This design comes from an exercise in tuning for small area on the open sky130 flow, not from production work.
Only simulation tests tie the RTL to the original design; equivalence was not proved.
Power figures rest on the tool's default switching activity, not on a simulated workload.

==> design.v <==
package ram_pkg;
    localparam int BYTE_W  = 8;
    localparam int DWORD_W = 64;
    localparam int LANES   = DWORD_W / BYTE_W;    
    localparam int RSVD_COUNT = 4;
    localparam logic [RSVD_COUNT*BYTE_W-1:0] RSVD_DEFAULT = {8'h8F, 8'h23, 8'h23, 8'h00};
    function automatic logic misaligned(input logic [2:0] addr_lo, input logic [1:0] size);
        case (size)
            2'd0:       misaligned = 1'b0;
            2'd1:       misaligned = (addr_lo[1:0] != 2'b00);
            2'd2:       misaligned = (addr_lo != 3'b000);
            default:    misaligned = 1'b1;
        endcase
    endfunction
endpackage
module ram_rd_ctrl (
    input  logic       clk,
    input  logic       rst_n,
    input  logic       rd_req_i,
    input  logic [7:0] rd_addr_i,
    input  logic [1:0] rd_size_i,
    output logic       rd_idle_o,
    output logic       rd_valid_o,
    output logic       rd_invalid_o,
    output logic [7:0] buf_addr_o,
    output logic [1:0] buf_size_o
);
    logic busy_q;
    always_ff @(posedge clk or negedge rst_n) begin
        if (!rst_n) busy_q <= 1'b0;
        else        busy_q <= rd_req_i && !busy_q;
    end
    always_ff @(posedge clk) begin
        buf_addr_o <= rd_addr_i;
        buf_size_o <= rd_size_i;
    end
    assign rd_idle_o    = !busy_q;
    assign rd_valid_o   = busy_q;
    assign rd_invalid_o = busy_q && ram_pkg::misaligned(buf_addr_o[2:0], buf_size_o);
endmodule
module ram_wr_ctrl (
    input  logic        clk,
    input  logic        rst_n,
    input  logic        wr_req_i,
    input  logic [7:0]  wr_addr_i,
    input  logic [1:0]  wr_size_i,
    input  logic [63:0] wr_data_i,
    output logic        wr_idle_o,
    output logic        wr_done_o,
    output logic        wr_invalid_o,
    output logic [7:0]  wr_addr_o,
    output logic [1:0]  wr_size_o,
    output logic [63:0] wr_data_o,
    output logic        wr_commit_o
);
    logic busy_q;
    logic bad;
    always_ff @(posedge clk or negedge rst_n) begin
        if (!rst_n) busy_q <= 1'b0;
        else        busy_q <= wr_req_i && !busy_q;
    end
    always_ff @(posedge clk) begin
        wr_addr_o <= wr_addr_i;
        wr_size_o <= wr_size_i;
        wr_data_o <= wr_data_i;
    end
    assign bad          = ram_pkg::misaligned(wr_addr_o[2:0], wr_size_o);
    assign wr_idle_o    = !busy_q;
    assign wr_done_o    = busy_q;
    assign wr_invalid_o = busy_q && bad;
    assign wr_commit_o  = busy_q && !bad;
endmodule
module ram_steer_en (
    input  logic       rst_n,
    input  logic [2:0] addr_i,
    input  logic [1:0] size_i,
    output logic [7:0] e0_o,      
    output logic [7:5] ew_o,      
    output logic [7:1] el_o,      
    output logic [7:0] lane_n_o   
);
    logic [7:0] lane_en;
    always_comb begin
        if (size_i[1])      lane_en = 8'hFF;
        else if (size_i[0]) lane_en = addr_i[2] ? 8'hF0 : 8'h0F;
        else                lane_en = 8'h01 << addr_i;
    end
    always_comb begin
        e0_o[0] = lane_en[0] && rst_n;
        for (int l = 1; l < 8; l++) begin
            if (l < 4) begin
                e0_o[l] = lane_en[l] && rst_n && size_i == 2'd0;
                el_o[l] = lane_en[l] && rst_n && size_i != 2'd0;
            end else if (l == 4) begin
                e0_o[l] = lane_en[l] && rst_n && !size_i[1];
                el_o[l] = lane_en[l] && rst_n && size_i[1];
            end else begin
                e0_o[l] = lane_en[l] && rst_n && size_i == 2'd0;
                ew_o[l] = lane_en[l] && rst_n && size_i == 2'd1;
                el_o[l] = lane_en[l] && rst_n && size_i[1];
            end
        end
    end
    assign lane_n_o = ~lane_en & {8{rst_n}};
endmodule
module ram_wxnor (
    input  logic d_i,
    input  logic pol_i,
    output logic x_o
);
    assign x_o = !(d_i ^ pol_i);
endmodule
module ram_col1 (
    input  logic a_i,
    input  logic ea_i,
    output logic cz_o
);
    assign cz_o = !(a_i && ea_i);
endmodule
module ram_col2 (
    input  logic a_i,
    input  logic ea_i,
    input  logic b_i,
    input  logic eb_i,
    output logic cz_o
);
    assign cz_o = !((a_i && ea_i) || (b_i && eb_i));
endmodule
module ram_col3 (
    input  logic a_i,
    input  logic ea_i,
    input  logic b_i,
    input  logic eb_i,
    input  logic c_i,
    input  logic ec_i,
    output logic cz_o
);
    assign cz_o = !((a_i && ea_i) || (b_i && eb_i) || (c_i && ec_i));
endmodule
module ram_col_set (
    input  logic cz_i,
    input  logic rst_n,
    output logic cz_o
);
    assign cz_o = cz_i && rst_n;
endmodule
module ram_wr_dec (
    input  logic        rst_n,
    input  logic        commit_i,
    input  logic [4:0]  blk_i,
    output logic [31:0] row_n_o
);
    for (genvar b = 0; b < 32; b++) begin : g_row
        assign row_n_o[b] = !((commit_i && blk_i == 5'(b)) || !rst_n);
    end
endmodule
module ram_lane_steer (
    input  logic        rst_n,
    input  logic        pol_i,
    input  logic        commit_i,
    input  logic [7:0]  addr_i,
    input  logic [1:0]  size_i,
    input  logic [63:0] data_i,
    output logic [63:0] cz_o,
    output logic [31:8] cz0_o,
    output logic [31:0] row_n_o,
    output logic [7:0]  lane_n_o
);
    logic [7:0]  e0;
    logic [7:5]  ew;
    logic [7:1]  el;
    logic [63:0] x;
    ram_steer_en u_en (
        .rst_n   (rst_n),
        .addr_i  (addr_i[2:0]),
        .size_i  (size_i),
        .e0_o    (e0),
        .ew_o    (ew),
        .el_o    (el),
        .lane_n_o(lane_n_o)
    );
    for (genvar i = 0; i < 64; i++) begin : g_x
        ram_wxnor u_x (
            .d_i  (data_i[i]),
            .pol_i(pol_i),
            .x_o  (x[i])
        );
    end
    for (genvar l = 0; l < 8; l++) begin : g_lane
        for (genvar k = 0; k < 8; k++) begin : g_bit
            if (l == 0) begin : g_one
                ram_col1 u_col (
                    .a_i (x[k]),
                    .ea_i(e0[0]),
                    .cz_o(cz_o[k])
                );
            end else if (l <= 4) begin : g_two
                ram_col2 u_col (
                    .a_i (x[k]),
                    .ea_i(e0[l]),
                    .b_i (x[l*8+k]),
                    .eb_i(el[l]),
                    .cz_o(cz_o[l*8+k])
                );
            end else begin : g_three
                ram_col3 u_col (
                    .a_i (x[k]),
                    .ea_i(e0[l]),
                    .b_i (x[(l-4)*8+k]),
                    .eb_i(ew[l]),
                    .c_i (x[l*8+k]),
                    .ec_i(el[l]),
                    .cz_o(cz_o[l*8+k])
                );
            end
            if (l >= 1 && l < 4) begin : g_rsvd
                if (ram_pkg::RSVD_DEFAULT[l*8+k]) begin : g_set
                    ram_col_set u_set (
                        .cz_i (cz_o[l*8+k]),
                        .rst_n(rst_n),
                        .cz_o (cz0_o[l*8+k])
                    );
                end else begin : g_clr
                    assign cz0_o[l*8+k] = cz_o[l*8+k];
                end
            end
        end
    end
    ram_wr_dec u_wr_dec (
        .rst_n   (rst_n),
        .commit_i(commit_i),
        .blk_i   (addr_i[7:3]),
        .row_n_o (row_n_o)
    );
endmodule
module ram_hold (
    input  logic q_i,
    input  logic cz_i,
    input  logic row_n_i,
    input  logic we_i,
    output logic d_o
);
    assign d_o = !((q_i || we_i) && (row_n_i || cz_i));
endmodule
module ram_we (
    input  logic row_n_i,
    input  logic lane_n_i,
    output logic we_o
);
    assign we_o = !(row_n_i || lane_n_i);
endmodule
module ram_unpol (
    input  logic q_i,
    input  logic pol_i,
    output logic v_o
);
    assign v_o = q_i ^ pol_i;
endmodule
module ram_aoi3 (
    input  logic a_i,
    input  logic b_i,
    input  logic c_i,
    input  logic sa_i,
    input  logic sb_i,
    input  logic sc_i,
    output logic y_n_o
);
    assign y_n_o = !((a_i && sa_i) || (b_i && sb_i) || (c_i && sc_i));
endmodule
module ram_rd_dec (
    input  logic [4:0]  blk_i,
    output logic [31:0] row_o
);
    for (genvar b = 0; b < 32; b++) begin : g_row
        assign row_o[b] = (blk_i == 5'(b));
    end
endmodule
module ram_or_tail (
    input  logic [9:0] grp_n_i,
    input  logic       a_i,
    input  logic       b_i,
    input  logic       sa_i,
    input  logic       sb_i,
    input  logic       pol_i,
    output logic       y_o
);
    assign y_o = (!(&grp_n_i) || (a_i && sa_i) || (b_i && sb_i)) ^ pol_i;
endmodule
module ram_rd_sel (
    input  logic [2:0] addr_i,
    input  logic [1:0] size_i,
    output logic [7:0] b0_o,
    output logic       s_lo_o,
    output logic       s_hi_o,
    output logic       dword_o
);
    always_comb begin
        for (int l = 0; l < 8; l++) begin
            b0_o[l] = (size_i == 2'd0 && addr_i == 3'(l))
                   || (size_i == 2'd1 && l == {addr_i[2], 2'b00})
                   || (size_i == 2'd2 && l == 0);
        end
    end
    assign s_lo_o  = (size_i == 2'd2) || (size_i == 2'd1 && !addr_i[2]);
    assign s_hi_o  = (size_i == 2'd1 && addr_i[2]);
    assign dword_o = (size_i == 2'd2);
endmodule
module ram_rd_b0 (
    input  logic [7:0] lane_i,
    input  logic [7:0] sel_i,
    output logic       y_o
);
    assign y_o = |(lane_i & sel_i);
endmodule
module ram_rd_b13 (
    input  logic lo_i,
    input  logic hi_i,
    input  logic s_lo_i,
    input  logic s_hi_i,
    output logic y_o
);
    assign y_o = (lo_i && s_lo_i) || (hi_i && s_hi_i);
endmodule
module ram_rd_b47 (
    input  logic lane_i,
    input  logic en_i,
    output logic y_o
);
    assign y_o = lane_i && en_i;
endmodule
module ram_byte_array (
    input  logic        clk,
    input  logic        rst_n,
    input  logic [7:0]  wr_addr_i,
    input  logic [1:0]  wr_size_i,
    input  logic [63:0] wr_data_i,
    input  logic        wr_commit_i,
    input  logic [7:0]  rd_addr_i,
    input  logic [1:0]  rd_size_i,
    output logic [63:0] rd_data_o,
    output logic [31:0] rsvd_o
);
    localparam int BLOCKS = 32;
    logic                    pol;
    logic [BLOCKS-1:0][63:0] mem;
    logic [BLOCKS-1:0][63:0] mem_d;
    logic [63:0]             cz;
    logic [31:8]             cz0;
    logic [BLOCKS-1:0]       wr_row_n;
    logic [7:0]              wr_lane_n;
    logic [BLOCKS-1:0]       rd_row;
    logic [9:0][63:0]        grp_n;
    logic [63:0]             lane_rd;
    logic [7:0]              sel_b0;
    logic                    sel_lo;
    logic                    sel_hi;
    logic                    sel_dw;
    always_ff @(posedge clk) begin
        pol <= rst_n && !pol;
    end
    ram_lane_steer u_lane_steer (
        .rst_n   (rst_n),
        .pol_i   (pol),
        .commit_i(wr_commit_i),
        .addr_i  (wr_addr_i),
        .size_i  (wr_size_i),
        .data_i  (wr_data_i),
        .cz_o    (cz),
        .cz0_o   (cz0),
        .row_n_o (wr_row_n),
        .lane_n_o(wr_lane_n)
    );
    for (genvar b = 0; b < BLOCKS; b++) begin : g_blk
        for (genvar l = 0; l < 8; l++) begin : g_lane
            logic       we;
            logic [7:0] cz_b;
            if (b == 0 && l >= 1 && l < 4) begin : g_c0
                assign cz_b = cz0[l*8 +: 8];
            end else begin : g_c
                assign cz_b = cz[l*8 +: 8];
            end
            ram_we u_we (
                .row_n_i (wr_row_n[b]),
                .lane_n_i(wr_lane_n[l]),
                .we_o    (we)
            );
            for (genvar k = 0; k < 8; k++) begin : g_bit
                ram_hold u_hold (
                    .q_i    (mem[b][l*8+k]),
                    .cz_i   (cz_b[k]),
                    .row_n_i(wr_row_n[b]),
                    .we_i   (we),
                    .d_o    (mem_d[b][l*8+k])
                );
            end
        end
    end
    always_ff @(posedge clk) begin
        mem <= mem_d;
    end
    for (genvar i = 0; i < 32; i++) begin : g_rsvd
        ram_unpol u_unpol (
            .q_i  (mem[0][i]),
            .pol_i(pol),
            .v_o  (rsvd_o[i])
        );
    end
    ram_rd_dec u_rd_dec (
        .blk_i(rd_addr_i[7:3]),
        .row_o(rd_row)
    );
    for (genvar i = 0; i < 64; i++) begin : g_rbit
        for (genvar g = 0; g < 10; g++) begin : g_grp
            ram_aoi3 u_aoi3 (
                .a_i  (mem[3*g][i]),
                .b_i  (mem[3*g+1][i]),
                .c_i  (mem[3*g+2][i]),
                .sa_i (rd_row[3*g]),
                .sb_i (rd_row[3*g+1]),
                .sc_i (rd_row[3*g+2]),
                .y_n_o(grp_n[g][i])
            );
        end
        ram_or_tail u_or_tail (
            .grp_n_i({grp_n[9][i], grp_n[8][i], grp_n[7][i], grp_n[6][i], grp_n[5][i],
                      grp_n[4][i], grp_n[3][i], grp_n[2][i], grp_n[1][i], grp_n[0][i]}),
            .a_i    (mem[30][i]),
            .b_i    (mem[31][i]),
            .sa_i   (rd_row[30]),
            .sb_i   (rd_row[31]),
            .pol_i  (pol),
            .y_o    (lane_rd[i])
        );
    end
    ram_rd_sel u_rd_sel (
        .addr_i (rd_addr_i[2:0]),
        .size_i (rd_size_i),
        .b0_o   (sel_b0),
        .s_lo_o (sel_lo),
        .s_hi_o (sel_hi),
        .dword_o(sel_dw)
    );
    for (genvar k = 0; k < 8; k++) begin : g_out
        ram_rd_b0 u_b0 (
            .lane_i({lane_rd[56+k], lane_rd[48+k], lane_rd[40+k], lane_rd[32+k],
                     lane_rd[24+k], lane_rd[16+k], lane_rd[8+k], lane_rd[k]}),
            .sel_i (sel_b0),
            .y_o   (rd_data_o[k])
        );
        for (genvar j = 1; j < 4; j++) begin : g_b13
            ram_rd_b13 u_b13 (
                .lo_i  (lane_rd[j*8+k]),
                .hi_i  (lane_rd[(j+4)*8+k]),
                .s_lo_i(sel_lo),
                .s_hi_i(sel_hi),
                .y_o   (rd_data_o[j*8+k])
            );
        end
        for (genvar j = 4; j < 8; j++) begin : g_b47
            ram_rd_b47 u_b47 (
                .lane_i(lane_rd[j*8+k]),
                .en_i  (sel_dw),
                .y_o   (rd_data_o[j*8+k])
            );
        end
    end
endmodule
module ram_top
#(
    parameter int ADDR_DEPTH = 256
) (
    input  logic                              clk,
    input  logic                              rst_n,
    input  logic                              rd_req_i,
    input  logic [$clog2(ADDR_DEPTH)-1:0]     rd_addr_i,
    input  logic [1:0]                        rd_size_i,
    output logic [63:0]                       rd_data_o,
    output logic                              rd_idle_o,
    output logic                              rd_valid_o,
    output logic                              rd_invalid_o,
    input  logic                              wr_req_i,
    input  logic [$clog2(ADDR_DEPTH)-1:0]     wr_addr_i,
    input  logic [1:0]                        wr_size_i,
    input  logic [63:0]                       wr_data_i,
    output logic                              wr_idle_o,
    output logic                              wr_done_o,
    output logic                              wr_invalid_o,
    output logic [31:0]                       rsvd_regs_o
);
    logic [7:0]  rd_buf_addr;
    logic [1:0]  rd_buf_size;
    logic [7:0]  wr_bus_addr;
    logic [1:0]  wr_bus_size;
    logic [63:0] wr_bus_data;
    logic        wr_bus_commit;
    ram_rd_ctrl u_rd_ctrl (
        .clk         (clk),
        .rst_n       (rst_n),
        .rd_req_i    (rd_req_i),
        .rd_addr_i   (rd_addr_i),
        .rd_size_i   (rd_size_i),
        .rd_idle_o   (rd_idle_o),
        .rd_valid_o  (rd_valid_o),
        .rd_invalid_o(rd_invalid_o),
        .buf_addr_o  (rd_buf_addr),
        .buf_size_o  (rd_buf_size)
    );
    ram_wr_ctrl u_wr_ctrl (
        .clk         (clk),
        .rst_n       (rst_n),
        .wr_req_i    (wr_req_i),
        .wr_addr_i   (wr_addr_i),
        .wr_size_i   (wr_size_i),
        .wr_data_i   (wr_data_i),
        .wr_idle_o   (wr_idle_o),
        .wr_done_o   (wr_done_o),
        .wr_invalid_o(wr_invalid_o),
        .wr_addr_o   (wr_bus_addr),
        .wr_size_o   (wr_bus_size),
        .wr_data_o   (wr_bus_data),
        .wr_commit_o (wr_bus_commit)
    );
    ram_byte_array u_byte_array (
        .clk        (clk),
        .rst_n      (rst_n),
        .wr_addr_i  (wr_bus_addr),
        .wr_size_i  (wr_bus_size),
        .wr_data_i  (wr_bus_data),
        .wr_commit_i(wr_bus_commit),
        .rd_addr_i  (rd_buf_addr),
        .rd_size_i  (rd_buf_size),
        .rd_data_o  (rd_data_o),
        .rsvd_o     (rsvd_regs_o)
    );
endmodule
==> flow/run.sh <==
#!/bin/bash
# Own layout flow: the standard layout (standard.sh) with two changes,
# passed to ORFS through the variables its scripts read:
#  - ports are buffered with the smallest buffer (buf_1) instead of the
#    default clkdlybuf4s50_1;
#  - clock tree synthesis uses clkbuf_4 with sink clusters of at most 10
#    flip-flops and inserts no dummy loads.
# Each ORFS stage's output goes to a log file of its own in this folder.
set -euo pipefail
export BUFFER_PORTS_ARGS="-buffer_cell sky130_fd_sc_hd__buf_1"
export CTS_ARGS="-sink_clustering_enable -repair_clock_nets -dont_use_dummy_load -buf_list sky130_fd_sc_hd__clkbuf_4 -sink_clustering_size 10 -sink_clustering_max_diameter 40"
for step in synth floorplan place cts route finish; do
    bash standard.sh "$step" > "flow_${step}.log" 2>&1
done
==> standard.sh <==
#!/bin/bash
# synth_recipe.tcl (not shown) runs the flow's synth.tcl, then flattens the netlist and writes it again
# the make line also repeats each setting of config.mk as NAME=value (left out here)
make -C /OpenROAD-flow-scripts/flow DESIGN_CONFIG=/design/flow/config.mk WORK_HOME=/design/flow/orfs CLKGATE_MAP_FILE= SYNTH_SCRIPT=/design/flow/synth_recipe.tcl "${@:-finish}"
==> config.mk <==
export PLATFORM = sky130hd
export DESIGN_NAME = ram_top
export DESIGN_NICKNAME = ram_top
export VERILOG_FILES = /design/flow/design.v
export SDC_FILE = /design/flow/constraint.sdc
export NUM_CORES = 4
export LEC_CHECK = 0
export CAP_MARGIN = 20
export CORE_MARGIN = 2
export CORE_UTILIZATION = 60
export PLACE_DENSITY = 0.7
export SLEW_MARGIN = 20
export SYNTH_HIERARCHICAL = 1
==> constraint.sdc <==
create_clock -name core_clock -period 10.0 [get_ports {clk}]
set_input_delay 2.0000 -clock core_clock [delete_from_list [all_inputs] [get_ports {clk}]]
set_output_delay 2.0000 -clock core_clock [all_outputs]
set_load 0.01 [all_outputs]
==> key figures, run 1 <==
Run status
  • Outcome: complete, no violations

GRT
  • Tot GR Track Use: 43.1%
  • Number of global-route vias before repair: 59574
  • Total gr overflow: 0
  • First-pass GRT wire length: 386 mm
  • Initial antenna violation count: 14
  • Largest net degree at the start of global routing: 65

Floorplanning
  • Core Box Area: 115000 um^2
  • Initial core utilization: 60.6%
  • Row Count: 124
  • DIE WIDTH: 344 um
  • I/O pins: 190
  • Die footprint: 118000 um^2
  • Die height: 344 um

Clock network
  • Clock Tree Buf Depth: 4
  • Post-cts resize count: 0
  • CTS H-Tree Depth: 5
  • Clock latency (worst-skew pair): 1.35 ns
  • Post-CTS Hold Buffers: 0
  • CTS Sinks: 2135
  • CTS Root Cell: clkbuf_4
  • CTS tree: done
  • Clk slew on worst S/H paths: 0.08 ns
  • CTS Buf Count: 278
  • Post-CTS setup buffer count: 0

Detailed routing
  • Met1 Wirelength: 99.9 mm
  • Initial DRC count: 13904
  • Routed Wire Length: 267 mm
  • Routed len/inst: 33.0 um
  • Met3 wire length: 39.3 mm
  • Met2 WL: 113 mm
  • Post-detailed-route count of antenna-violating nets: 0
  • Vias per cell: 8.03
  • Vias: 64871
  • DR DRC count: 0
  • Top sig layer: met5
  • Pre-antenna DRT Iters: 14

STA
  • Final hold vios: 0
  • Finish-stage setup viols: 0
  • Final clock skew: 0.0764 ns
  • Minimum clock period: 8.05 ns
  • Slew HR: 14.6%
  • Worst slew pin tran: 1.28 ns
  • Min Hold Slack: 0.447 ns
  • Unrepaired setup endpoints after global routing: false
  • Setup TNS: 0 ns
  • Fin. max-slew vios: 0
  • Final worst-path cycle share: 80.5%
  • FMAX: 124 MHz

Critical path
  • Setup slack, reg-to-reg: 5.82 ns
  • Worst Setup SP: u_rd_ctrl.buf_addr_o[7]
  • Worst setup path category: flop to output pin
  • CP Data Arrival Time: 6.05 ns
  • Reg-to-reg critical path endpoint: u_byte_array.mem[1786]
  • CP Capture Type: output pin
  • Data required, critical path: 8.00 ns
  • Worst reg2reg path depth: 6
  • Worst setup SP type: flop
  • Crit path max fanout: 40
  • Worst Setup EP: rd_data_o[0]
  • RR Startpoint: u_byte_array.pol

Yosys
  • EDFF count, synth: 0
  • Synthesized area: 69400 um^2
  • Syn_nets: 6005
  • YS warnings: 11
  • Synthesized flop and latch total: 2135
  • Main synth FF type: dfxtp_1
  • Syn avg cell area: 11.7 um^2
  • Gate Count Post-Synth: 5917
  • Distinct cell type count after synthesis: 60
  • Sequential fraction of the synthesis area: 61.6%
  • Asr flop ratio synth: 0.0937%

Placed design
  • Gpl congestion: 0.978
  • Hpwl dp: 174 mm
  • PortBufs: 189

Run
  • Max cap viols: 0

Pwr
  • Maximum VDD drop: 0.000138 V
  • Cell Pwr Density: 224 nW/um^2
  • Leak: 27.6 nW
  • Final Power: 0.0171 W

Layout
  • Final nets: 6647
  • Util after Layout: 66.6%
  • Synth-to-layout area growth: 9.82%
  • Share of layout cells above drive strength 1: 10.3%

Hold path
  • Worst min path class: flop to flop
-- power breakdown --
part / internal (W) / total, W / switching (W)
sequential: 0.00979 / 0.0105 / 0.000754
clock: 0.00129 / 0.00403 / 0.00274
combinational: 0.000935 / 0.00253 / 0.00159
-- final cells by class --
type | count | area, um^2
sequential | 2135 | 42800
fill | 9094 | 38300
multi-input combinational | 3747 | 27200
timing repair buffer | 389 | 2250
clock buffer | 278 | 2090
tap | 1512 | 1890
inverter | 8 | 30.0
antenna | 9 | 22.5
-- modules after synthesis (local to each module, per instance), excerpt --
| module | cells inside | area, um^2 |
|---|---|---|
| ram_wr_dec | 52 | 392 |
| ram_byte_array | 2050 | 41000 |
| ram_rd_b47 | 1 | 6.26 |
| ram_aoi3 | 1 | 10.0 |
| ram_or_tail | 6 | 46.3 |
| ram_wxnor | 1 | 8.76 |
| ram_wr_ctrl | 83 | 1570 |
| ram_col3 | 1 | 10.0 |
| ram_steer_en | 45 | 293 |
| ram_rd_ctrl | 17 | 265 |
| ram_we | 1 | 3.75 |
| ram_col1 | 1 | 3.75 |
| ram_rd_sel | 15 | 135 |
-- stage by stage --
| step | setup WS (ns) | instance area (um^2) | cells |
|---|---|---|---|
| 2_1_floorplan | 0.708 | 69400 | 5917 |
| 3_3_place_gp | 3.83 | 74100 | 7788 |
| 3_5_place_dp | 3.81 | 74100 | 7788 |
| 4_1_cts | 2.45 | 76200 | 8066 |
| 5_1_grt | 2.01 | 76200 | 8075 |
| 6_report | 1.95 | 76200 | 8078 |
-- synthesized netlist by cell type, drive strengths merged, types with 7 or more instances --
cell	instances	share of area (%)
a22o	89	1.1
o21a	15	0.16
a22oi	64	0.92
nor4	67	1.2
clkbuf	7	0.038
o22ai	2048	18
nor2b	9	0.092
nand4	137	1.2
xnor2	128	1.6
dfxtp	2133	62
buf	20	0.20
nor2	292	1.6
a222oi	664	9.6
and2	49	0.44
a21boi	16	0.17
nand2b	7	0.063
inv	8	0.043
xor2	32	0.40
nand2	76	0.41
-- registers in the layout, indices dropped and copies added, names as in the netlist --
| register | count |
|---|---|
| u_byte_array.mem | 2048 |
| u_wr_ctrl.wr_data_o | 64 |
| u_rd_ctrl.buf_addr_o | 8 |
| u_wr_ctrl.wr_addr_o | 8 |
| u_rd_ctrl.buf_size_o | 2 |
| u_wr_ctrl.wr_size_o | 2 |
| u_byte_array.pol | 1 |
| u_rd_ctrl.busy_q | 1 |
| u_wr_ctrl.busy_q | 1 |
-- cell families (layout without fill, tap and decap cells) --
group | Yosys count | in the layout | synth area share [%]
compound gates | 2919 | 2919 | 30.7
flops | 2135 | 2135 | 61.6
simple gates | 668 | 668 | 5.46
xor+xnor | 160 | 160 | 2.02
buf+inv | 35 | 675 | 0.279
other cells | 0 | 9 | 0
-- worst min-delay path by stage --
stage                                  end                    from  cells after the start  slack (ns)
floorplan           u_byte_array.mem[1000]  u_byte_array.mem[1000]                      1        0.42
global placement    u_byte_array.mem[1008]  u_byte_array.mem[1008]                      1        0.43
detailed placement  u_byte_array.mem[1540]  u_byte_array.mem[1540]                      1        0.44
CTS                 u_byte_array.mem[1786]  u_byte_array.mem[1786]                      1        0.45
global route        u_byte_array.mem[1606]  u_byte_array.mem[1606]                      1        0.46
finish              u_byte_array.mem[1786]  u_byte_array.mem[1786]                      1        0.45
-- placed cells by master, fill, tap and decap left out, types with 6 or more instances in the layout --
cell,count
and2_1,49
buf_4,197
buf_1,188
o22ai_1,2048
xnor2_2,6
nand2b_1,7
nand2_1,76
nor2_1,259
nor2_4,32
diode_2,9
nand4_1,137
dfxtp_1,2132
a222oi_1,664
clkbuf_4,278
o21a_4,12
inv_1,7
xnor2_1,120
a22o_1,88
a21boi_4,16
nor4_2,65
xor2_1,32
nor2b_1,8
a22oi_2,32
a22oi_1,32
-- layer usage --
layer	track usage (%)	vias to the layer above
met5	0	-
met4	21.2	8
met3	14.1	893
met2	62.9	5186
met1	57.6	31682
li1	-	27102
-- worst max-delay path, stage by stage, from the launching register on --
cell	delay [ns]
dfxtp_1	0.33
nand2b_1	0.52
nor2_4	0.84
buf_4	0.61
a222oi_1	0.23
nand4_1	0.26
nor4_2	0.09
xnor2_1	0.21
a22oi_1	0.72
nand4_1	0.61
buf_1	0.28
==> run 2: changes to the inputs <==
==> run.sh (new file) <==
#!/bin/bash
# synth_recipe.tcl (not shown) runs the flow's synth.tcl, then flattens the netlist and writes it again
# the make line also repeats each setting of config.mk as NAME=value (left out here)
make -C /OpenROAD-flow-scripts/flow DESIGN_CONFIG=/design/flow/config.mk WORK_HOME=/design/flow/orfs CLKGATE_MAP_FILE= SYNTH_SCRIPT=/design/flow/synth_recipe.tcl finish
--- a/config.mk
+++ b/config.mk
@@ -10,2 +10,5 @@
 export CORE_UTILIZATION = 60
+export CTS_BUF_LIST = sky130_fd_sc_hd__clkbuf_4
+export CTS_CLUSTER_DIAMETER = 40
+export CTS_CLUSTER_SIZE = 10
 export PLACE_DENSITY = 0.7
removed: flow/run.sh
removed: standard.sh
==> key figures, run 2 <==
GRT
  • First-pass GRT wire length: 391 mm
  • Tot GR Track Use: 43.8%
  • Total gr overflow: 0
  • Number of global-route vias before repair: 58874
  • Initial antenna violation count: 12
  • Largest net degree at the start of global routing: 101

Layout
  • Largest register FFs: 2048
  • Commonest non-fill, non-tap cells in the layout: 2132 x dfxtp_1, 2048 x o22ai_1, 664 x a222oi_1
  • Layout Cells excl Fill: 8132
  • Share of layout cells above drive strength 1: 10.9%
  • Commonest non-fill, non-tap cell in the layout: dfxtp_1
  • Largest regs: u_byte_array.mem x2048, u_wr_ctrl.wr_data_o x64
  • Synth-to-layout area growth: 12.2%
  • Util after Layout: 68.1%
  • Final nets: 6632
  • Largest reg by FF count: u_byte_array.mem

Clock network
  • Post-CTS Hold Buffers: 0
  • Post-CTS setup buffer count: 0
  • Post-cts resize count: 0
  • Clk slew on worst S/H paths: 0.10 ns
  • Clock Tree Buf Depth: 4
  • CTS tree: done
  • Clock latency (worst-skew pair): 1.33 ns
  • CTS Buf Count: 276
  • CTS Root Cell: clkbuf_4
  • CTS H-Tree Depth: 5
  • CTS Sinks: 2135

Critical path
  • CP max-delay cell: nor2_4
  • Worst setup SP type: flop
  • Worst reg2reg path depth: 8
  • Largest stage delay on the critical path: 0.98 ns
  • Reg-to-reg critical path endpoint: u_byte_array.mem[4]
  • Setup slack, reg-to-reg: 5.88 ns
  • Crit path max fanout: 40
  • CP Capture Type: output pin
  • CP Data Arrival Time: 6.78 ns
  • Cell Chain, Critical Path: nand2b_1, nor2_4, buf_4, a222oi_1, nand2_1, nor4_2, xnor2_1, a22oi_1, nand4_1, clkdlybuf4s50_1
  • RR Startpoint: u_wr_ctrl.wr_addr_o[1]
  • Data required, critical path: 8.00 ns
  • Worst setup path category: flop to output pin

STA
  • FMAX: 114 MHz
  • Worst setup margin: 1.22 ns
  • Slew HR: 22.8%
  • Finish-stage setup viols: 0
  • Final hold vios: 0
  • Min Hold Slack: 0.449 ns
  • Minimum clock period: 8.78 ns
  • Final clock skew: 0.0542 ns
  • Fin. max-slew vios: 0
  • Final worst-path cycle share: 87.8%
  • Setup TNS: 0 ns
  • Worst slew pin tran: 1.16 ns
  • Unrepaired setup endpoints after global routing: false

Placed design
  • Inst Count DP: 7778
  • Gpl congestion: 0.954
  • PortBufs: 189
  • Worst slack, placed: 3.30 ns
  • Hpwl dp: 177 mm

Pwr
  • Leak: 28.4 nW
  • Cell Pwr Density: 226 nW/um^2
  • Maximum VDD drop: 0.000152 V

Yosys
  • Sequential fraction of the synthesis area: 61.6%
  • Gate Count Post-Synth: 5917
  • Main combinational cell family by area after synthesis: compound AO/OA/AOI/OAI gates
  • Asr flop ratio synth: 0.0937%
  • Syn_nets: 6005
  • Area leader, netlist: dfxtp_1
  • Post-synthesis mux area share: 0%
  • Synthesized area: 69400 um^2
  • Top cells by area in the synthesized netlist: dfxtp_1 62%, o22ai_1 18%, a222oi_1 9.6%
  • Syn avg cell area: 11.7 um^2
  • Main synth FF type: dfxtp_1
  • EDFF count, synth: 0
  • Synthesized flop and latch total: 2135
  • Synth top area share: 61.5%
  • Synth Area in Compound Gates: 30.7%
  • Post-Synth XOR/XNOR Area: 2.02%
  • Cell with the most instances after synthesis: dfxtp_1
  • Synth Area in Simple Gates: 5.46%
  • Distinct cell type count after synthesis: 60
  • Commonest cells post-synth: 2133 x dfxtp_1, 2048 x o22ai_1, 664 x a222oi_1
  • YS warnings: 11
  • Synth Area in Adders: 0%

Floorplanning
  • Die height: 344 um
  • Row Count: 124
  • DIE WIDTH: 344 um
  • I/O pins: 190
  • Die footprint: 118000 um^2
  • Initial core utilization: 60.6%
  • Core Box Area: 115000 um^2

Detailed routing
  • DR DRC count: 0
  • Post-detailed-route count of antenna-violating nets: 0
  • Initial DRC count: 12964
  • Pre-antenna DRT Iters: 17
  • Vias: 64724
  • Vias per cell: 7.96
  • Routed len/inst: 33.3 um
  • Routed Wire Length: 271 mm

Hold path
  • Worst min path class: flop to flop
  • Worst hold path stage count: 1
  • Hold Path End: u_byte_array.mem[272]
  • Hold Path Origin: u_byte_array.mem[272]

Run
  • Max cap viols: 0

Run status
  • Outcome: complete, no violations
run 2: cell counts after synthesis:
No cell type changed its count.
run 2: area by class of cell:
type | count | area, um^2
Timing Repair Buffer | 376 | 3380
Antenna cell | 15 | 37.5
Multi-Input combinational cell | 3747 | 27200
Clock buffer | 302 | 2270
Inverter | 8 | 30.0
Clock inverter | 37 | 368
Tap cell | 1512 | 1890
Fill cell | 8867 | 36600
Sequential cell | 2135 | 42800
run 2: Yosys stat by module (local to each module, per instance), excerpt:
module / flops+latches / cell area, um^2 / times used / cells inside
ram_rd_ctrl: 11 / 265 / 1 / 17
ram_byte_array: 2049 / 41000 / 1 / 2050
ram_wr_ctrl: 75 / 1570 / 1 / 83
ram_rd_dec: 0 / 221 / 1 / 47
ram_col3: 0 / 10.0 / 24 / 1
ram_wr_dec: 0 / 392 / 1 / 52
ram_wxnor: 0 / 8.76 / 64 / 1
ram_col2: 0 / 12.5 / 32 / 1
ram_we: 0 / 3.75 / 256 / 1
ram_col_set: 0 / 6.26 / 11 / 1
ram_or_tail: 0 / 46.3 / 64 / 6
run 2: critical path, delay by kind of cell (launching register included):
| kind | cells | cell delay [ns] |
|---|---|---|
| AO/OA/AOI/OAI | 2 | 1.14 |
| buffers and inverters | 2 | 1.30 |
| XOR/XNOR | 1 | 0.23 |
| flip-flops | 1 | 0.35 |
| AND/OR/NAND/NOR | 5 | 2.36 |
run 2: logic make-up after synthesis:
family,count (synthesis)
xor gates and xnor gates,160
AOI/OAI and AO/OA,2919
buffers and inverters,35
and+or+nand+nor,668
DFF,2135
run 2: layer usage:
layer	wire, um	share of wire [%]	track usage (%)
met5	34	0.013	0
met3	40500	15	15.2
met4	13700	5.1	20.4
met2	114000	42	62.9
met1	103000	38	59.2
run 2: how the worst max path moves through the flow:
stage	end	slack [ns]	depth (start not counted)	from
after floorplan	u_byte_array.mem[112]	0.71	3	u_byte_array.pol
after global placement	rd_data_o[6]	3.31	10	u_rd_ctrl.buf_addr_o[7]
after detailed placement	rd_data_o[6]	3.30	10	u_rd_ctrl.buf_addr_o[7]
after CTS	rd_data_o[6]	1.91	10	u_rd_ctrl.buf_addr_o[7]
after global routing	rd_data_o[3]	1.41	10	u_rd_ctrl.buf_addr_o[7]
final	rd_data_o[3]	1.22	10	u_rd_ctrl.buf_addr_o[7]
run 2: per-stage QoR:
step | area (um^2) | power (W)
global route | 77900 | 0.0182
detailed placement | 75200 | 0.0132
floorplan | 69400 | 0.0121
global placement | 75200 | 0.0131
CTS | 77900 | 0.0175
finish | 77900 | 0.0176
run 2: where the power goes:
group	internal [W]	total (W)	switching, W	leakage (nW)
clock	0.00160	0.00443	0.00283	1.57
combinational	0.00103	0.00265	0.00162	8.81
sequential	0.00979	0.0105	0.000744	18.0
total	0.0124	0.0176	0.00519	28.4
==> run 3: changes to the inputs <==
--- a/design.v
+++ b/design.v
@@ -146,12 +146,23 @@
 endmodule
-module ram_wr_dec (
-    input  logic        rst_n,
-    input  logic        commit_i,
-    input  logic [4:0]  blk_i,
-    output logic [31:0] row_n_o
+module ram_wr_pre (
+    input  logic       rst_n,
+    input  logic       commit_i,
+    input  logic [4:0] blk_i,
+    output logic [3:0] hi_o,
+    output logic [7:0] lo_o
 );
-    for (genvar b = 0; b < 32; b++) begin : g_row
-        assign row_n_o[b] = !((commit_i && blk_i == 5'(b)) || !rst_n);
+    for (genvar i = 0; i < 4; i++) begin : g_hi
+        assign hi_o[i] = (commit_i && blk_i[4:3] == 2'(i)) || !rst_n;
+    end
+    for (genvar j = 0; j < 8; j++) begin : g_lo
+        assign lo_o[j] = (blk_i[2:0] == 3'(j)) || !rst_n;
     end
 endmodule
+module ram_wr_row (
+    input  logic hi_i,
+    input  logic lo_i,
+    output logic row_n_o
+);
+    assign row_n_o = !(hi_i && lo_i);
+endmodule
 module ram_lane_steer (
@@ -228,3 +239,5 @@
     end
-    ram_wr_dec u_wr_dec (
+    logic [3:0] row_hi;
+    logic [7:0] row_lo;
+    ram_wr_pre u_wr_pre (
         .rst_n   (rst_n),
@@ -232,4 +245,12 @@
         .blk_i   (addr_i[7:3]),
-        .row_n_o (row_n_o)
+        .hi_o    (row_hi),
+        .lo_o    (row_lo)
     );
+    for (genvar b = 0; b < 32; b++) begin : g_row
+        ram_wr_row u_wr_row (
+            .hi_i   (row_hi[b / 8]),
+            .lo_i   (row_lo[b % 8]),
+            .row_n_o(row_n_o[b])
+        );
+    end
 endmodule
==> flow/run.sh (new file) <==
#!/bin/bash
# Own layout flow: the standard layout (standard.sh) with two changes,
# passed to ORFS through the variables its scripts read:
#  - ports are buffered with the smallest buffer (buf_1) instead of the
#    default clkdlybuf4s50_1;
#  - clock tree synthesis uses clkbuf_4 with sink clusters of at most 10
#    flip-flops and inserts no dummy loads.
# Each ORFS stage's output goes to a log file of its own in this folder.
set -euo pipefail
export BUFFER_PORTS_ARGS="-buffer_cell sky130_fd_sc_hd__buf_1"
export CTS_ARGS="-sink_clustering_enable -repair_clock_nets -dont_use_dummy_load -buf_list sky130_fd_sc_hd__clkbuf_4 -sink_clustering_size 10 -sink_clustering_max_diameter 40"
for step in synth floorplan place cts route finish; do
    bash standard.sh "$step" > "flow_${step}.log" 2>&1
done
==> standard.sh (new file) <==
#!/bin/bash
# synth_recipe.tcl (not shown) runs the flow's synth.tcl, then flattens the netlist and writes it again
# the make line also repeats each setting of config.mk as NAME=value (left out here)
make -C /OpenROAD-flow-scripts/flow DESIGN_CONFIG=/design/flow/config.mk WORK_HOME=/design/flow/orfs CLKGATE_MAP_FILE= SYNTH_SCRIPT=/design/flow/synth_recipe.tcl "${@:-finish}"
--- a/config.mk
+++ b/config.mk
@@ -10,5 +10,2 @@
 export CORE_UTILIZATION = 60
-export CTS_BUF_LIST = sky130_fd_sc_hd__clkbuf_4
-export CTS_CLUSTER_DIAMETER = 40
-export CTS_CLUSTER_SIZE = 10
 export PLACE_DENSITY = 0.7
removed: run.sh
==> key figures, run 3 <==
Run status
  • Outcome: complete, no violations

GRT
  • First-pass GRT wire length: 383 mm
  • Number of global-route vias before repair: 59265
  • Met1 Use GR: 57.4%
  • Met2 Use GR: 60.8%
  • Initial antenna violation count: 11
  • GRT Max-Usage Layer: met2
  • Largest net degree at the start of global routing: 65
  • Met3 Usage GRT: 16.0%
  • Tot GR Track Use: 42.9%
  • Total gr overflow: 0

Floorplanning
  • Core Box Area: 114000 um^2
  • Die footprint: 118000 um^2
  • I/O pins: 190
  • Initial core utilization: 60.6%
  • Die height: 344 um
  • DIE WIDTH: 344 um
  • Row Count: 124

Placed design
  • PortBufs: 189
  • Hpwl dp: 171 mm
  • Gpl congestion: 0.961
  • Worst slack, placed: 3.85 ns
  • Inst Count DP: 7767

STA
  • Finish-stage setup viols: 0
  • Worst slew pin tran: 1.24 ns
  • Final clock skew: 0.0899 ns
  • Worst setup margin: 2.16 ns
  • Minimum clock period: 7.84 ns
  • Fin. max-slew vios: 0
  • Setup TNS: 0 ns
  • Slew HR: 16.9%
  • FMAX: 128 MHz
  • Unrepaired setup endpoints after global routing: false
  • Final worst-path cycle share: 78.4%
  • Final hold vios: 0

Layout
  • Largest reg by FF count: u_byte_array.mem
  • Fillers: 9103
  • Final nets: 6624
  • Share of layout cells above drive strength 1: 10.1%
  • Synth-to-layout area growth: 9.57%
  • Layout Cells excl Fill: 8054
  • Commonest non-fill, non-tap cell in the layout: dfxtp_1
  • Largest register FFs: 2048
  • Commonest non-fill, non-tap cells in the layout: 2132 x dfxtp_1, 2048 x o22ai_1, 664 x a222oi_1
  • Largest regs: u_byte_array.mem x2048, u_wr_ctrl.wr_data_o x64

Yosys
  • EDFF count, synth: 0
  • Synthesized flop and latch total: 2135
  • Distinct cell type count after synthesis: 56
  • Gate Count Post-Synth: 5918
  • Cell with the most instances after synthesis: dfxtp_1
  • Sequential fraction of the synthesis area: 61.7%
  • Main synth FF type: dfxtp_1
  • Commonest cells post-synth: 2133 x dfxtp_1, 2048 x o22ai_1, 664 x a222oi_1
  • Top cells by area in the synthesized netlist: dfxtp_1 62%, o22ai_1 18%, a222oi_1 9.6%
  • YS warnings: 11
  • Synth top area share: 61.6%
  • Asr flop ratio synth: 0.0937%
  • Syn_nets: 6006
  • Syn avg cell area: 11.7 um^2
  • Synthesized area: 69300 um^2
  • Area leader, netlist: dfxtp_1

Critical path
  • Data required, critical path: 8.00 ns
  • CP max-delay cell: nor4_2
  • CP Capture Type: output pin
  • Worst setup path category: flop to output pin
  • Cell Chain, Critical Path: nand2_1, nor2_4, buf_4, a222oi_1, nand4_1, nor4_2, xnor2_1, a22oi_1, nand4_1, buf_1
  • Critical path buffer and inverter count: 2
  • Largest stage delay on the critical path: 0.67 ns
  • Crit path max fanout: 40
  • CP dominant cell by count: nand4_1
  • CP delay by family, top: simple AND/OR/NAND/NOR gates
  • CP Data Arrival Time: 5.84 ns
  • Worst setup SP type: flop

Pwr
  • Maximum VDD drop: 0.000136 V
  • Leak: 27.3 nW
  • Cell Pwr Density: 239 nW/um^2
  • Final Power: 0.0182 W

Run
  • Max cap viols: 0

Hold path
  • Worst min path class: flop to flop

Clock network
  • CTS Buf Count: 278
  • Post-cts resize count: 0
  • Post-CTS Hold Buffers: 0
  • Post-CTS setup buffer count: 0
  • Clock Tree Buf Depth: 4
  • Clock latency (worst-skew pair): 1.29 ns
  • CTS tree: done
  • CTS Root Cell: clkbuf_4
  • CTS Sinks: 2135
  • CTS H-Tree Depth: 5
  • Clk slew on worst S/H paths: 0.10 ns

Detailed routing
  • Initial DRC count: 12326
  • DR DRC count: 0
  • Routed Wire Length: 265 mm
  • Vias: 64057
  • Vias per cell: 7.95
  • Post-detailed-route count of antenna-violating nets: 0
  • Pre-antenna DRT Iters: 13
  • Routed len/inst: 32.9 um
==> run 3: cell types whose count changed after synthesis, sizes merged, moves of 3 or more <==
cell    previous run  this run
nand4b             3         0
o21ai              3        13
and4bb             5         2
a21boi            16         0
nand2             76       109
inv                8        11
o31a               4         0
buf               20        16
o21a              15         3
==> run 3: layout make-up <==
type	count	area, um^2	share of cell area, %
diodes	8	20.0	0.0264
repair buffers	361	2030	2.68
clock buffers	278	2090	2.75
flip-flops and latches	2135	42800	56.3
inverters	11	41.3	0.0544
multi-input cells	3749	27100	35.7
well taps	1512	1890	2.49
==> run 3: path summary, 6_finish.rpt <==
check	start	endpoint	slack, ns	cells past startpoint
worst min register to register	u_byte_array.mem[428]	u_byte_array.mem[428]	0.45	1
worst max register to register	u_byte_array.pol	u_byte_array.mem[35]	5.51	6
worst min-delay path	u_byte_array.mem[428]	u_byte_array.mem[428]	0.45	1
min in group asynchronous	rst_n	u_rd_ctrl.busy_q	0.88	2
worst max-delay path	u_rd_ctrl.buf_addr_o[7]	rd_data_o[2]	2.16	10
max in group asynchronous	rst_n	u_wr_ctrl.busy_q	8.68	2
==> run 3: Yosys stat by module (local to each module, per instance), excerpt <==
module | cells inside | flops+latches | copies in the design | cell area, um^2
ram_steer_en | 45 | 0 | 1 | 293
ram_rd_ctrl | 17 | 11 | 1 | 265
ram_rd_b47 | 1 | 0 | 32 | 6.26
ram_lane_steer | 13 | 0 | 1 | 97.6
ram_rd_sel | 15 | 0 | 1 | 135
ram_wr_pre | 21 | 0 | 1 | 108
==> run 3: cells by family (layout without fill, tap and decap cells) <==
group | after synthesis | count (layout) | share of synthesized area [%]
buf+inv | 34 | 650 | 0.271
xor+xnor | 160 | 160 | 2.02
other cells | 0 | 8 | 0
flops | 2135 | 2135 | 61.7
compound gates | 2899 | 2899 | 30.5
simple gates | 690 | 690 | 5.50
==> run 3: layer usage <==
metal	wire length, um	share of wire (%)
met4	13900	5.3
met2	110000	41
met1	101000	38
met5	99	0.037
met3	39900	15
==> run 3: power by group <==
group / internal, W / total (W) / switching [W]
clock network: 0.00129 / 0.00399 / 0.00270
logic: 0.00114 / 0.00297 / 0.00183
registers: 0.0102 / 0.0112 / 0.000972
total: 0.0127 / 0.0182 / 0.00551
==> run 3: metrics by stage <==
step | cell area, um^2 | hold slack (ns) | util [%]
floorplan | 69300 | 0.421 | -
global placement | 73700 | 0.429 | 64.5
detailed placement | 73800 | 0.436 | 64.5
CTS | 75800 | 0.446 | 66.3
global route | 75900 | 0.456 | 66.4
finish | 75900 | 0.448 | 66.4
==> run 4: changes to the inputs <==
--- a/design.v
+++ b/design.v
@@ -298,12 +298,35 @@
 endmodule
-module ram_or_tail (
-    input  logic [9:0] grp_n_i,
-    input  logic       a_i,
-    input  logic       b_i,
-    input  logic       sa_i,
-    input  logic       sb_i,
-    input  logic       pol_i,
+module ram_nand4 (
+    input  logic [3:0] a_i,
     output logic       y_o
 );
-    assign y_o = (!(&grp_n_i) || (a_i && sa_i) || (b_i && sb_i)) ^ pol_i;
+    assign y_o = !(&a_i);
+endmodule
+module ram_nand2 (
+    input  logic [1:0] a_i,
+    output logic       y_o
+);
+    assign y_o = !(&a_i);
+endmodule
+module ram_ao22 (
+    input  logic a_i,
+    input  logic b_i,
+    input  logic sa_i,
+    input  logic sb_i,
+    output logic y_o
+);
+    assign y_o = (a_i && sa_i) || (b_i && sb_i);
+endmodule
+module ram_or4 (
+    input  logic [3:0] a_i,
+    output logic       y_o
+);
+    assign y_o = |a_i;
+endmodule
+module ram_xor (
+    input  logic a_i,
+    input  logic b_i,
+    output logic y_o
+);
+    assign y_o = a_i ^ b_i;
 endmodule
@@ -444,11 +467,31 @@
         end
-        ram_or_tail u_or_tail (
-            .grp_n_i({grp_n[9][i], grp_n[8][i], grp_n[7][i], grp_n[6][i], grp_n[5][i],
-                      grp_n[4][i], grp_n[3][i], grp_n[2][i], grp_n[1][i], grp_n[0][i]}),
-            .a_i    (mem[30][i]),
-            .b_i    (mem[31][i]),
-            .sa_i   (rd_row[30]),
-            .sb_i   (rd_row[31]),
-            .pol_i  (pol),
-            .y_o    (lane_rd[i])
+        logic [3:0] part;
+        ram_nand4 u_or_lo (
+            .a_i({grp_n[3][i], grp_n[2][i], grp_n[1][i], grp_n[0][i]}),
+            .y_o(part[0])
+        );
+        ram_nand4 u_or_mid (
+            .a_i({grp_n[7][i], grp_n[6][i], grp_n[5][i], grp_n[4][i]}),
+            .y_o(part[1])
+        );
+        ram_nand2 u_or_hi (
+            .a_i({grp_n[9][i], grp_n[8][i]}),
+            .y_o(part[2])
+        );
+        ram_ao22 u_tail (
+            .a_i (mem[30][i]),
+            .b_i (mem[31][i]),
+            .sa_i(rd_row[30]),
+            .sb_i(rd_row[31]),
+            .y_o (part[3])
+        );
+        logic raw;
+        ram_or4 u_or4 (
+            .a_i(part),
+            .y_o(raw)
+        );
+        ram_xor u_unpol (
+            .a_i(raw),
+            .b_i(pol),
+            .y_o(lane_rd[i])
         );
--- a/flow/run.sh
+++ b/flow/run.sh
@@ -10,3 +10,3 @@
 export BUFFER_PORTS_ARGS="-buffer_cell sky130_fd_sc_hd__buf_1"
-export CTS_ARGS="-sink_clustering_enable -repair_clock_nets -dont_use_dummy_load -buf_list sky130_fd_sc_hd__clkbuf_4 -sink_clustering_size 10 -sink_clustering_max_diameter 40"
+export CTS_ARGS="-sink_clustering_enable -repair_clock_nets -dont_use_dummy_load -buf_list sky130_fd_sc_hd__clkbuf_4 -sink_clustering_size 10 -sink_clustering_max_diameter 40 -distance_between_buffers 300"
 for step in synth floorplan place cts route finish; do
==> key figures, run 4 <==
Yosys
  • EDFF count, synth: 0
  • Synth Area in Simple Gates: 5.06%
  • Asr flop ratio synth: 0.0937%
  • Commonest cells post-synth: 2133 x dfxtp_1, 2048 x o22ai_1, 664 x a222oi_1
  • Post-synthesis mux area share: 0%
  • Top cells by area in the synthesized netlist: dfxtp_1 62%, o22ai_1 19%, a222oi_1 9.6%
  • Synth Area in Compound Gates: 30.6%
  • Synth top area share: 61.9%
  • Synth Area in Adders: 0%
  • Syn avg cell area: 11.7 um^2
  • Sequential fraction of the synthesis area: 62.0%
  • Main synth FF type: dfxtp_1
  • Syn_nets: 6006
  • Main combinational cell family by area after synthesis: compound AO/OA/AOI/OAI gates
  • Distinct cell type count after synthesis: 56
  • Area leader, netlist: dfxtp_1
  • Synthesized flop and latch total: 2135
  • YS warnings: 11
  • Cell with the most instances after synthesis: dfxtp_1
  • Post-Synth XOR/XNOR Area: 2.03%
  • Gate Count Post-Synth: 5918
  • Synthesized area: 68900 um^2

Critical path
  • CP Capture Type: output pin
  • Worst setup path category: flop to output pin
  • Crit path max fanout: 40
  • Data required, critical path: 8.00 ns
  • CP Data Arrival Time: 6.37 ns
  • Worst setup SP type: flop

STA
  • FMAX: 119 MHz
  • Worst slew pin tran: 1.21 ns
  • Setup TNS: 0 ns
  • Slew HR: 19.1%
  • Final clock skew: 0.0710 ns
  • Final worst-path cycle share: 83.7%
  • Finish-stage setup viols: 0
  • Minimum clock period: 8.37 ns
  • Fin. max-slew vios: 0
  • Unrepaired setup endpoints after global routing: false
  • Final hold vios: 0
  • Worst setup margin: 1.63 ns

Floorplanning
  • DIE WIDTH: 343 um
  • Core Box Area: 114000 um^2
  • Die height: 343 um
  • Initial core utilization: 60.4%
  • I/O pins: 190
  • Row Count: 124
  • Die footprint: 118000 um^2

Layout
  • Synth-to-layout area growth: 9.43%
  • Final nets: 6611
  • Commonest non-fill, non-tap cell in the layout: dfxtp_1
  • Largest regs: u_byte_array.mem x2048, u_wr_ctrl.wr_data_o x64
  • Commonest non-fill, non-tap cells in the layout: 2132 x dfxtp_1, 2048 x o22ai_1, 664 x a222oi_1
  • Largest reg by FF count: u_byte_array.mem
  • Layout Cells excl Fill: 8043
  • Fillers: 9275
  • Largest register FFs: 2048
  • Util after Layout: 66.1%
  • Share of layout cells above drive strength 1: 8.79%

GRT
  • First-pass GRT wire length: 394 mm
  • Largest net degree at the start of global routing: 77
  • Tot GR Track Use: 44.8%
  • Number of global-route vias before repair: 59780
  • Initial antenna violation count: 11
  • Total gr overflow: 0

Clock network
  • CTS Sinks: 2135
  • Post-CTS setup buffer count: 0
  • CTS tree: done
  • Post-cts resize count: 0
  • Clock Tree Buf Depth: 3
  • Clk slew on worst S/H paths: 0.08 ns
  • CTS Root Cell: clkbuf_4
  • Clock latency (worst-skew pair): 1.34 ns
  • CTS Buf Count: 261
  • CTS H-Tree Depth: 5
  • Post-CTS Hold Buffers: 0

Placed design
  • Gpl congestion: 1.03
  • Hpwl dp: 176 mm
  • PortBufs: 189
  • Worst slack, placed: 3.46 ns
  • Inst Count DP: 7768

Hold path
  • Worst min path class: flop to flop

Pwr
  • Leak: 27.6 nW
  • Reg power frac: 62.2%
  • Switching power: 0.00552 W
  • Clock group share of total power: 21.5%
  • Power Internal: 0.0126 W
  • Cell Pwr Density: 240 nW/um^2
  • Maximum VDD drop: 0.000164 V
  • Sw frac: 30.6%
  • Combinational fraction of design power: 16.3%

Detailed routing
  • Pre-antenna DRT Iters: 14
  • Post-detailed-route count of antenna-violating nets: 0
  • Vias per cell: 8.02
  • Initial DRC count: 12678
  • DR DRC count: 0
  • Routed len/inst: 34.1 um
  • Vias: 64545
  • Routed Wire Length: 274 mm

Run
  • Max cap viols: 0

Run status
  • Outcome: complete, no violations
==> run 4: cell count changes in the layout (fill, tap and decap cells not counted), moves of 8 or more <==
cell / previous run / this run
clkbuf_4: 278 / 261
nand2_1: 69 / 77
or4_1: 0 / 64
nor4_2: 65 / 1
xor2_1: 32 / 96
xnor2_1: 120 / 56
nand2_2: 8 / 0
==> run 4: worst paths after layout <==
check	cells after the start	from	to	slack, ns
setup / recovery	10	u_rd_ctrl.buf_addr_o[7]	rd_data_o[5]	1.63
hold / removal	1	u_byte_array.mem[681]	u_byte_array.mem[681]	0.45
setup reg to reg	7	u_byte_array.pol	u_byte_array.mem[16]	5.75
hold reg to reg	1	u_byte_array.mem[681]	u_byte_array.mem[681]	0.45
max in group asynchronous	2	rst_n	u_wr_ctrl.busy_q	8.68
min in group asynchronous	2	rst_n	u_rd_ctrl.busy_q	0.83
==> run 4: cell families after synthesis <==
logic type,count (synthesis)
compound gates,2899
xor+xnor,160
buf+inv,34
flops,2135
simple gates,690
==> run 4: area by class of cell <==
type                    instances  area (um^2)  share of cell area, %
diodes                         10         25.0                 0.0332
multi-input cells            3749        26700                   35.4
flip-flops and latches       2135        42800                   56.7
well taps                    1512         1890                   2.51
clock buffers                 261         1960                   2.60
inverters                      11         41.3                 0.0547
repair buffers                365         2090                   2.77
==> run 4: modules after synthesis, one instance, submodules excluded, excerpt <==
module      area (um^2)  times used  cells  flip-flops and latches
ram_col3           10.0          24      1                       0
ram_xor            8.76          64      1                       0
ram_rd_sel          135           1     15                       0
ram_aoi3           10.0         640      1                       0
ram_ao22           8.76          64      1                       0
ram_rd_b47         6.26          32      1                       0
==> run 4: worst max-delay path, cell delays in order, from the launching register on <==
cell	delay, ns
dfxtp_1	0.37
nand2_1	0.44
nor2_4	0.93
buf_4	0.77
a222oi_1	0.26
nand2_1	0.20
or4_1	0.28
xor2_1	0.14
a22oi_1	0.66
nand4_1	0.60
buf_1	0.28
==> run 4: through the flow <==
| stage | total power (W) | hold WS (ns) | instance area, um^2 |
|---|---|---|---|
| 2_1_floorplan | 0.0129 | 0.421 | 68900 |
| 3_3_place_gp | 0.0140 | 0.429 | 73400 |
| 3_5_place_dp | 0.0142 | 0.436 | 73400 |
| 4_1_cts | 0.0179 | 0.446 | 75300 |
| 5_1_grt | 0.0187 | 0.453 | 75400 |
| 6_report | 0.0181 | 0.447 | 75500 |
==> run 4: power by group through the flow <==
stage	Combinational [W]	Sequential (W)	Clock [W]
floorplan	0.00184	0.0111	0
CTS	0.00280	0.0112	0.00390
global placement	0.00271	0.0113	0
detailed placement	0.00281	0.0114	0
global route	0.00307	0.0114	0.00423
finish	0.00295	0.0112	0.00389
==> run 4: per-layer routing <==
| metal | routed length (um) | track usage (%) | part of all wire (%) | vias up |
|---|---|---|---|---|
| met3 | 43000 | 17.8 | 16 | 896 |
| met1 | 102000 | 59.0 | 37 | 31464 |
| met4 | 17300 | 25.7 | 6.3 | 8 |
| met5 | 149 | 0.280 | 0.054 | - |
| met2 | 112000 | 62.1 | 41 | 5195 |
| li1 | - | - | - | 26982 |
==> run 5: changes to the inputs <==
--- a/config.mk
+++ b/config.mk
@@ -9,4 +9,4 @@
 export CORE_MARGIN = 2
-export CORE_UTILIZATION = 60
-export PLACE_DENSITY = 0.7
+export CORE_UTILIZATION = 70
+export PLACE_DENSITY = 0.8
 export SLEW_MARGIN = 20
==> key figures, run 5 <==
Run status
  • Outcome: complete, no violations

STA
  • Fin. max-slew vios: 0
  • Unrepaired setup endpoints after global routing: false
  • FMAX: 119 MHz
  • Final hold vios: 0
  • Final worst-path cycle share: 83.7%
  • Worst slew pin tran: 1.32 ns
  • Worst setup margin: 1.63 ns
  • Slew HR: 12.1%
  • Minimum clock period: 8.37 ns
  • Setup TNS: 0 ns
  • Min Hold Slack: 0.449 ns
  • Final clock skew: 0.0874 ns
  • Finish-stage setup viols: 0

Critical path
  • Crit path max fanout: 48
  • Largest stage delay on the critical path: 1.10 ns
  • CP Data Arrival Time: 6.37 ns
  • CP delay by family, top: simple AND/OR/NAND/NOR gates
  • Cell Chain, Critical Path: nand3b_1, nor2_4, buf_4, a222oi_1, nand4_1, or4_1, xor2_1, a22oi_1, nand4_1, buf_1
  • Critical path buffer and inverter count: 2
  • Data required, critical path: 8.00 ns
  • Worst setup path category: flop to output pin
  • CP dominant cell by count: nand4_1
  • Worst setup SP type: flop
  • CP max-delay cell: a222oi_1
  • CP Capture Type: output pin

Floorplanning
  • I/O pins: 190
  • Die footprint: 101000 um^2
  • Row Count: 115
  • Core Box Area: 98000 um^2
  • DIE WIDTH: 318 um
  • Die height: 318 um
  • Initial core utilization: 70.4%

Clock network
  • CTS Root Cell: clkbuf_4
  • Clock Tree Buf Depth: 3
  • CTS tree: done
  • Post-CTS setup buffer count: 0
  • Post-cts resize count: 0
  • CTS Buf Count: 258
  • Post-CTS Hold Buffers: 0
  • Clock latency (worst-skew pair): 1.36 ns
  • CTS Sinks: 2135
  • Clk slew on worst S/H paths: 0.10 ns
  • CTS H-Tree Depth: 5

Layout
  • Largest register FFs: 2048
  • Commonest non-fill, non-tap cell in the layout: dfxtp_1
  • Share of layout cells above drive strength 1: 8.62%
  • Largest reg by FF count: u_byte_array.mem
  • Fillers: 6729
  • Commonest non-fill, non-tap cells in the layout: 2132 x dfxtp_1, 2048 x o22ai_1, 664 x a222oi_1
  • Final nets: 6600
  • Synth-to-layout area growth: 8.81%
  • Largest regs: u_byte_array.mem x2048, u_wr_ctrl.wr_data_o x64

Detailed routing
  • Routed len/inst: 34.0 um
  • Vias: 65855
  • Initial DRC count: 14419
  • DR DRC count: 0
  • Pre-antenna DRT Iters: 17
  • Routed Wire Length: 266 mm
  • Post-detailed-route count of antenna-violating nets: 0
  • Vias per cell: 8.43

Hold path
  • Worst min path class: flop to flop

GRT
  • Tot GR Track Use: 50.1%
  • First-pass GRT wire length: 385 mm
  • Initial antenna violation count: 14
  • Met3 Usage GRT: 21.2%
  • Met2 Use GR: 69.6%
  • Total gr overflow: 0
  • Number of global-route vias before repair: 61009
  • GRT Max-Usage Layer: met2
  • Met1 Use GR: 62.5%
  • Largest net degree at the start of global routing: 65

Yosys
  • Gate Count Post-Synth: 5918
  • Commonest cells post-synth: 2133 x dfxtp_1, 2048 x o22ai_1, 664 x a222oi_1
  • Synthesized flop and latch total: 2135
  • Top cells by area in the synthesized netlist: dfxtp_1 62%, o22ai_1 19%, a222oi_1 9.6%
  • Synth top area share: 61.9%
  • Cell with the most instances after synthesis: dfxtp_1
  • Area leader, netlist: dfxtp_1
  • YS warnings: 11
  • Syn avg cell area: 11.7 um^2
  • EDFF count, synth: 0
  • Synthesized area: 68900 um^2
  • Sequential fraction of the synthesis area: 62.0%
  • Asr flop ratio synth: 0.0937%
  • Distinct cell type count after synthesis: 56
  • Main synth FF type: dfxtp_1
  • Syn_nets: 6006

Placed design
  • Gpl congestion: 1.08
  • PortBufs: 189
  • Hpwl dp: 170 mm
  • Worst slack, placed: 3.60 ns

Pwr
  • Leak: 27.5 nW
  • Maximum VDD drop: 0.000160 V
  • Cell Pwr Density: 241 nW/um^2
  • Final Power: 0.0181 W

Run
  • Max cap viols: 0
-- run 5: cell count changes in the layout (fill, tap and decap cells not counted), moves of 3 or more --
cell	previous run	this run
buf_4	171	166
nand2_2	0	4
buf_12	3	0
clkbuf_4	261	258
nand2_4	32	29
-- run 5: logic make-up after synthesis --
kind of cell | count (synthesis) | share of synthesized area, %
buffers and inverters | 34 | 0.272
XOR/XNOR | 160 | 2.03
AO/OA/AOI/OAI | 2899 | 30.6
AND/OR/NAND/NOR | 690 | 5.06
flip-flops | 2135 | 62.0
-- run 5: layout make-up --
type	count	area, um^2	area share (%)
Sequential cell	2135	42800	57.0
Timing Repair Buffer	357	1970	2.63
Inverter	11	41.3	0.0550
Multi-Input combinational cell	3749	26700	35.6
Tap cell	1287	1610	2.15
Clock buffer	258	1940	2.58
Antenna cell	11	27.5	0.0367
-- run 5: per-stage QoR --
step	utilization, %	cell area, um^2	instances
final	76.6	75000	7808
after global routing	76.5	75000	7801
after CTS	76.5	75000	7795
after detailed placement	74.5	73000	7537
after global placement	74.5	73000	7537
after floorplan	-	68900	5918
-- run 5: path summary, 6_finish.rpt --
check,start,end,slack (ns),cells after the start
max in group asynchronous,rst_n,u_rd_ctrl.busy_q,8.73,2
hold / removal,u_byte_array.mem[1601],u_byte_array.mem[1601],0.45,1
hold reg to reg,u_byte_array.mem[1601],u_byte_array.mem[1601],0.45,1
setup / recovery,u_rd_ctrl.buf_addr_o[4],rd_data_o[0],1.63,10
setup reg to reg,u_byte_array.pol,u_byte_array.mem[2020],5.77,7
min in group asynchronous,rst_n,u_wr_ctrl.busy_q,0.85,2
-- run 5: per-module statistics from Yosys, one instance, submodules excluded, a selection --
module	times used	area (um^2)	flops+latches	cells
ram_ao22	64	8.76	0	1
ram_xor	64	8.76	0	1
ram_rd_b13	24	8.76	0	1
ram_wxnor	64	8.76	0	1
ram_hold	2048	6.26	0	1
ram_aoi3	640	10.0	0	1
ram_col_set	11	6.26	0	1
ram_wr_pre	1	108	0	21
ram_col3	24	10.0	0	1
ram_lane_steer	1	97.6	0	13
ram_rd_dec	1	221	0	47
ram_steer_en	1	293	0	45
ram_rd_b47	32	6.26	0	1
ram_rd_b0	8	36.3	0	5
ram_col2	32	12.5	0	1
-- run 5: metal layers --
metal / share of wire, % / wire (um) / up-vias
met1: 34 / 91300 / 31259
met3: 17 / 45600 / 1365
met4: 8.1 / 21400 / 26
met5: 0.19 / 506 / -
met2: 40 / 107000 / 6246
li1: - / - / 26959
-- run 5: power breakdown --
group | leakage [nW] | switching, W | internal (W) | total (W)
Sequential | 18.0 | 0.00107 | 0.0102 | 0.0113
Clock | 1.19 | 0.00266 | 0.00119 | 0.00385
Combinational | 8.32 | 0.00184 | 0.00111 | 0.00295
Total | 27.5 | 0.00557 | 0.0125 | 0.0181

==> what the ideal ports hide <==
The results above use ideal ports. As a check the final layouts listed here were re-extracted and re-timed, cells and wires unchanged.
Step 1 (the two cells are an assumption about what drives the block):
set clk [get_ports {clk}]
set_driving_cell -lib_cell sky130_fd_sc_hd__clkbuf_16 $clk
set_driving_cell -lib_cell sky130_fd_sc_hd__buf_2 [delete_from_list [all_inputs] $clk]
Step 2 times the ports against the registers' clock, not the clock port: input delays grow and output delays shrink by t, the midpoint of the rising clock arrivals with the driver on.
Slacks: no drivers / after step 1 / after step 2; pairs: no drivers / after step 1.
run	shift t [ns]	setup slack, ns	worst setup path after step 2
run 1	1.379	1.952 / 1.873 / 3.253	register to output
run 2	1.378	1.222 / 1.142 / 2.521	register to output
run 3	1.337	2.162 / 2.081 / 3.418	register to output
run 4	1.393	1.625 / 1.549 / 2.942	register to output
run 5	1.389	1.632 / 1.557 / 2.946	register to output
After both steps every run listed still meets setup and hold.
